Source: an optimization exercise on an open RTL-to-GDS flow (aim: small area). Production flows keep margins and buffers that such runs may drop.
In this exercise RTL edits were held to simulation tests only and were not proved equivalent to the original.

==> inputs of run G <==
==> flow/design.v <==
module gimli_permutation_core #(
  parameter int NUMBER_OF_ROUNDS = 24
) (
  input  logic         clk,
  input  logic         rst,
  input  logic [383:0] din_state,
  input  logic         din_valid,
  output logic         din_ready,
  output logic [383:0] dout_state,
  output logic         dout_valid,
  input  logic         dout_ready,
  output logic         busy
);
  localparam logic [31:0] RC_BASE = 32'h9e377900;
  logic       r_run, r_done;
  logic [6:0] r_cnt;           
  wire        w_idle  = ~r_run & ~r_done;
  wire  [4:0] w_round = r_cnt[6:2];
  wire  [1:0] w_col   = r_cnt[1:0];
  wire        w_last  = (r_cnt == 7'd4);    
  logic [3:0][31:0] r_x, r_y, r_z;
  logic [31:0] w_ox, w_oy, w_oz, w_xw, w_px, w_py;
  assign w_px = {r_x[3][7:0], r_x[3][31:8]};
  assign w_py = {r_y[3][22:0], r_y[3][31:23]};
  assign w_oz = w_px ^ (r_z[3] << 1) ^ ((w_py & r_z[3]) << 2);
  assign w_oy = w_py ^ w_px ^ ((w_px | r_z[3]) << 1);
  assign w_ox = r_z[3] ^ w_py ^ ((w_px & w_py) << 3);
  wire w_rc = (w_round[1:0] == 2'b00) && (w_col == 2'd1);
  assign w_xw = w_ox ^ ({32{w_rc}} & (RC_BASE | {27'd0, w_round}));
  wire w_sm = r_run & (w_round[1:0] == 2'b00) & ~w_col[0];   
  wire w_bg = r_run & (w_round[1:0] == 2'b10) & ~w_col[1];   
  wire w_x0_sh = r_run & ~w_sm & ~w_bg;
  wire w_x0_h  = r_done | w_sm | w_bg;
  wire w_x1_h  = r_done | w_bg;
  wire w_x2_sh = r_run & ~w_bg;
  always_ff @(posedge clk or posedge rst) begin
    if (rst) begin
      r_run  <= 1'b0;
      r_done <= 1'b0;
    end else begin
      if (w_idle) r_run <= din_valid;
      else if (r_run && w_last) begin
        r_run  <= 1'b0;
        r_done <= 1'b1;
      end else if (r_done && dout_ready) r_done <= 1'b0;
    end
  end
  always_ff @(posedge clk) begin
    if (w_idle) r_cnt <= {5'(NUMBER_OF_ROUNDS), 2'd3};
    else if (r_run) r_cnt <= r_cnt - 7'd1;
  end
  always_ff @(posedge clk) begin
    r_x[0] <= ({32{w_idle}} & din_state[0 +: 32]) | ({32{w_x0_sh}} & w_xw)
            | ({32{w_x0_h}} & r_x[0]);
    r_x[1] <= ({32{w_idle}} & din_state[32 +: 32]) | ({32{w_x0_sh}} & r_x[0])
            | ({32{w_sm}} & w_xw) | ({32{w_x1_h}} & r_x[1]);
    r_x[2] <= ({32{w_idle}} & din_state[64 +: 32]) | ({32{w_x2_sh}} & r_x[1])
            | ({32{w_bg}} & w_xw) | ({32{r_done}} & r_x[2]);
    r_x[3] <= ({32{w_idle}} & din_state[96 +: 32]) | ({32{r_run}} & r_x[2])
            | ({32{r_done}} & r_x[3]);
  end
  for (genvar k = 0; k < 4; k++) begin : g_yz
    wire [31:0] w_yn = (k == 0) ? w_oy : r_y[(k+3)%4];
    wire [31:0] w_zn = (k == 0) ? w_oz : r_z[(k+3)%4];
    always_ff @(posedge clk) begin
      r_y[k] <= ({32{w_idle}} & din_state[32*(k+4) +: 32])
              | ({32{r_run}}  & w_yn)
              | ({32{r_done}} & r_y[k]);
      r_z[k] <= ({32{w_idle}} & din_state[32*(k+8) +: 32])
              | ({32{r_run}}  & w_zn)
              | ({32{r_done}} & r_z[k]);
    end
    assign dout_state[32*k +: 32]     = r_x[k];
    assign dout_state[32*(k+4) +: 32] = r_y[k];
    assign dout_state[32*(k+8) +: 32] = r_z[k];
  end
  assign din_ready  = w_idle;
  assign busy       = r_run;
  assign dout_valid = r_done;
endmodule
==> flow/flow/run.sh <==
#!/bin/bash
# The standard layout with three changes:
#  - synthesis is ORFS's own, but its ABC step maps for area (flow/abc_map.script);
#    yosys and the flip-flop mapping are unchanged, so the registers are the same;
#  - the port buffers use the smallest buffer cell;
#  - clock tree: clkbuf_8 leaf clusters of up to 14 sinks, no dummy loads.
set -euo pipefail
here=$PWD
rm -rf "$here/orfs_scripts"
cp -r "$FLOW_HOME/scripts" "$here/orfs_scripts"
cp "$here/flow/abc_map.script" "$here/orfs_scripts/abc_speed.script"
SCRIPTS_DIR="$here/orfs_scripts" bash standard.sh synth > synth_stage.log 2>&1
export BUFFER_PORTS_ARGS="-buffer_cell sky130_fd_sc_hd__buf_1"
export CTS_ARGS="-sink_clustering_enable -repair_clock_nets -buf_list sky130_fd_sc_hd__clkbuf_8 -dont_use_dummy_load -sink_clustering_size 14 -sink_clustering_max_diameter 30"
bash standard.sh > layout_stages.log 2>&1
==> flow/flow/abc_map.script <==
strash
dch
amap
topo
==> flow/standard.sh <==
#!/bin/bash
# synth_recipe.tcl (not shown) runs the flow's synth.tcl, then flattens the netlist and writes it again
# the make line also repeats each setting of config.mk as NAME=value (left out here)
make -C /OpenROAD-flow-scripts/flow DESIGN_CONFIG=/design/flow/config.mk WORK_HOME=/design/flow/orfs CLKGATE_MAP_FILE= SYNTH_SCRIPT=/design/flow/synth_recipe.tcl "${@:-finish}"
==> flow/config.mk <==
export PLATFORM = sky130hd
export DESIGN_NAME = gimli_permutation_core
export DESIGN_NICKNAME = gimli_permutation_core
export VERILOG_FILES = /design/flow/design.v
export SDC_FILE = /design/flow/constraint.sdc
export NUM_CORES = 4
export LEC_CHECK = 0
export CAP_MARGIN = 20
export CORE_AREA = 2 2 458 78
export DIE_AREA = 0 0 460 80
export PLACE_DENSITY = 0.8
export SLEW_MARGIN = 20
==> flow/constraint.sdc <==
create_clock -name core_clock -period 5.0 [get_ports {clk}]
set_input_delay 1.0000 -clock core_clock [delete_from_list [all_inputs] [get_ports {clk}]]
set_output_delay 1.0000 -clock core_clock [all_outputs]
set_load 0.01 [all_outputs]
==> inputs of run P, as changes to run G <==
==> flow/design.v, changed modules only <==
module gimli_permutation_core #(
  parameter int NUMBER_OF_ROUNDS = 24
) (
  input  logic         clk,
  input  logic         rst,
  input  logic [383:0] din_state,
  input  logic         din_valid,
  output logic         din_ready,
  output logic [383:0] dout_state,
  output logic         dout_valid,
  input  logic         dout_ready,
  output logic         busy
);
  localparam logic [31:0] RC_BASE = 32'h9e377900;
  logic       r_run, r_done;
  logic [6:0] r_cnt;           
  logic [1:0] r_s;             
  wire        w_idle = ~r_run & ~r_done;
  wire  [4:0] w_round = r_cnt[6:2];
  wire  [1:0] w_col   = r_cnt[1:0];
  wire        w_last  = (r_cnt == 7'd4);    
  logic [3:0][31:0] r_x, r_y, r_z;
  logic [1:0]  w_xa;
  logic [31:0] w_ix, w_ox, w_oy, w_oz, w_xw, w_px, w_py;
  assign w_xa = w_col ^ r_s;
  assign w_ix = r_x[w_xa];
  assign w_px = {w_ix[7:0], w_ix[31:8]};
  assign w_py = {r_y[3][22:0], r_y[3][31:23]};
  assign w_oz = w_px ^ (r_z[3] << 1) ^ ((w_py & r_z[3]) << 2);
  assign w_oy = w_py ^ w_px ^ ((w_px | r_z[3]) << 1);
  assign w_ox = r_z[3] ^ w_py ^ ((w_px & w_py) << 3);
  wire w_rc = (w_round[1:0] == 2'b00) && (w_col == 2'd1);
  assign w_xw = w_ox ^ ({32{w_rc}} & (RC_BASE | {27'd0, w_round}));
  always_ff @(posedge clk or posedge rst) begin
    if (rst) begin
      r_run  <= 1'b0;
      r_done <= 1'b0;
    end else begin
      if (w_idle) r_run <= din_valid;
      else if (r_run && w_last) begin
        r_run  <= 1'b0;
        r_done <= 1'b1;
      end else if (r_done && dout_ready) r_done <= 1'b0;
    end
  end
  always_ff @(posedge clk) begin
    if (w_idle) begin
      r_cnt <= {5'(NUMBER_OF_ROUNDS), 2'd3};
      r_s   <= 2'd0;
    end else if (r_run) begin
      r_cnt <= r_cnt - 7'd1;
      if (w_col == 2'd0) begin
        if (w_round[1:0] == 2'b00) r_s <= r_s ^ 2'd1;
        else if (w_round[1:0] == 2'b10) r_s <= r_s ^ 2'd2;
      end
    end
  end
  for (genvar k = 0; k < 4; k++) begin : g_st
    wire        w_xwe = r_run & (w_xa == 2'(k));
    wire        w_xh  = ~w_idle & ~w_xwe;
    wire [31:0] w_yn  = (k == 0) ? w_oy : r_y[(k+3)%4];
    wire [31:0] w_zn  = (k == 0) ? w_oz : r_z[(k+3)%4];
    always_ff @(posedge clk) begin
      r_x[k] <= ({32{w_idle}} & din_state[32*k +: 32])
              | ({32{w_xwe}}  & w_xw)
              | ({32{w_xh}}   & r_x[k]);
      r_y[k] <= ({32{w_idle}} & din_state[32*(k+4) +: 32])
              | ({32{r_run}}  & w_yn)
              | ({32{r_done}} & r_y[k]);
      r_z[k] <= ({32{w_idle}} & din_state[32*(k+8) +: 32])
              | ({32{r_run}}  & w_zn)
              | ({32{r_done}} & r_z[k]);
    end
    assign dout_state[32*k +: 32]     = r_x[k];
    assign dout_state[32*(k+4) +: 32] = r_y[k];
    assign dout_state[32*(k+8) +: 32] = r_z[k];
  end
  assign din_ready  = w_idle;
  assign busy       = r_run;
  assign dout_valid = r_done;
endmodule
==> flow/flow/run.sh (replaced) <==
#!/bin/bash
set -euo pipefail
export BUFFER_PORTS_ARGS="-buffer_cell sky130_fd_sc_hd__buf_1"
bash standard.sh > standard_flow.log 2>&1
- CTS_BUF_LIST: not set -> sky130_fd_sc_hd__clkbuf_4 sky130_fd_sc_hd__clkbuf_8
- PLACE_DENSITY: 0.8 -> 0.65
removed: flow/flow/abc_map.script
==> inputs of run Y, as changes to run G <==
- PLACE_DENSITY: 0.8 -> 0.65
==> inputs of run A, as changes to run G <==
==> flow/flow/run.sh (replaced) <==
#!/bin/bash
set -euo pipefail
export BUFFER_PORTS_ARGS="-buffer_cell sky130_fd_sc_hd__buf_1"
bash standard.sh > standard_flow.log 2>&1
- CTS_BUF_LIST: not set -> sky130_fd_sc_hd__clkbuf_4
- PLACE_DENSITY: 0.8 -> 0.65
removed: flow/flow/abc_map.script
==> notes <==
Between run G and run P, the lower critical path depth is in run P (gap 2).
In run G the worst hold slack is worse than in run A, by 0.083 ns.
Against run Y, the first-iteration DRC count of run A is lower by about 12%.
The highest sequential share of layout area belongs to run G, the lowest to run P.
Between run A and run Y, the lower design area is in run Y (gap about 6%, measured against run Y).
Against run G, the routed wire length of run P is larger by 20%.
The highest non-clock buffer count belongs to run A, the lowest to run G.
==> figures <==
| quantity | run P | run G | run A | run Y |
|---|---|---|---|---|
| Run status | finished clean | finished clean | finished clean | finished clean |
| Crit-path max FO | 19 | 55 | 111 | 49 |
| Count of clock-net buffers in the final layout | 75 | 34 | 110 | 34 |
| Transition at the pin with the smallest max-transition slack | 1.29 ns | 1.10 ns | 1.23 ns | 1.23 ns |
| Largest net degree at the start of global routing | 200 | 176 | 223 | 199 |
| Share of the core filled with cells in the final layout | 64.1% | 59.6% | 63.3% | 59.7% |
| Path type of the worst min-delay path | primary input to async pin | primary input to async pin | primary input to flip-flop | primary input to async pin |
| Share of the synthesized netlist area taken by xor and xnor gates | 7.97% | 0.0555% | 6.36% | 0.0555% |
| GRT Overall Usage | 48.5% | 39.3% | 42.5% | 40.1% |
| DRT met1 WL | 38800 um | 30600 um | 35300 um | 33400 um |
| Buf/Inv on CP | 0 | 3 | 2 | 3 |
| Number of standard cells in the final layout excluding fillers | 3042 | 2854 | 3242 | 2854 |
| CTS root buffer | sky130_fd_sc_hd__clkbuf_8 | sky130_fd_sc_hd__clkbuf_8 | sky130_fd_sc_hd__clkbuf_4 | sky130_fd_sc_hd__clkbuf_8 |

[static timing again, ports no longer ideal]
No port has a modelled driver above. Below, the same layouts with a new extraction and two added sets of constraints. Step 1 sets driving cells, clkbuf_16 on the clock port and buf_2 on the other inputs (assumed; they add their load-dependent delay and slew). Step 2 also shifts input and output timing later by t, the mid clock arrival at the registers, as if the neighbouring blocks saw the same clock. Slacks: ideal / step 1 / step 2; pairs: ideal / step 1.
run | t, ns | setup slack, ns | slew at the worst register clock pin (ns)
run G | 0.639 | 1.068 / 1.068 / 1.068 | 0.11 / 0.11
run P | 0.730 | 0.991 / 0.991 / 0.991 | 0.10 / 0.10
run Y | 0.662 | 1.243 / 1.243 / 1.243 | 0.11 / 0.11
run A | 0.898 | 1.217 / 1.160 / 2.026 | 0.11 / 0.11
After both steps setup and hold are still met in every run listed.
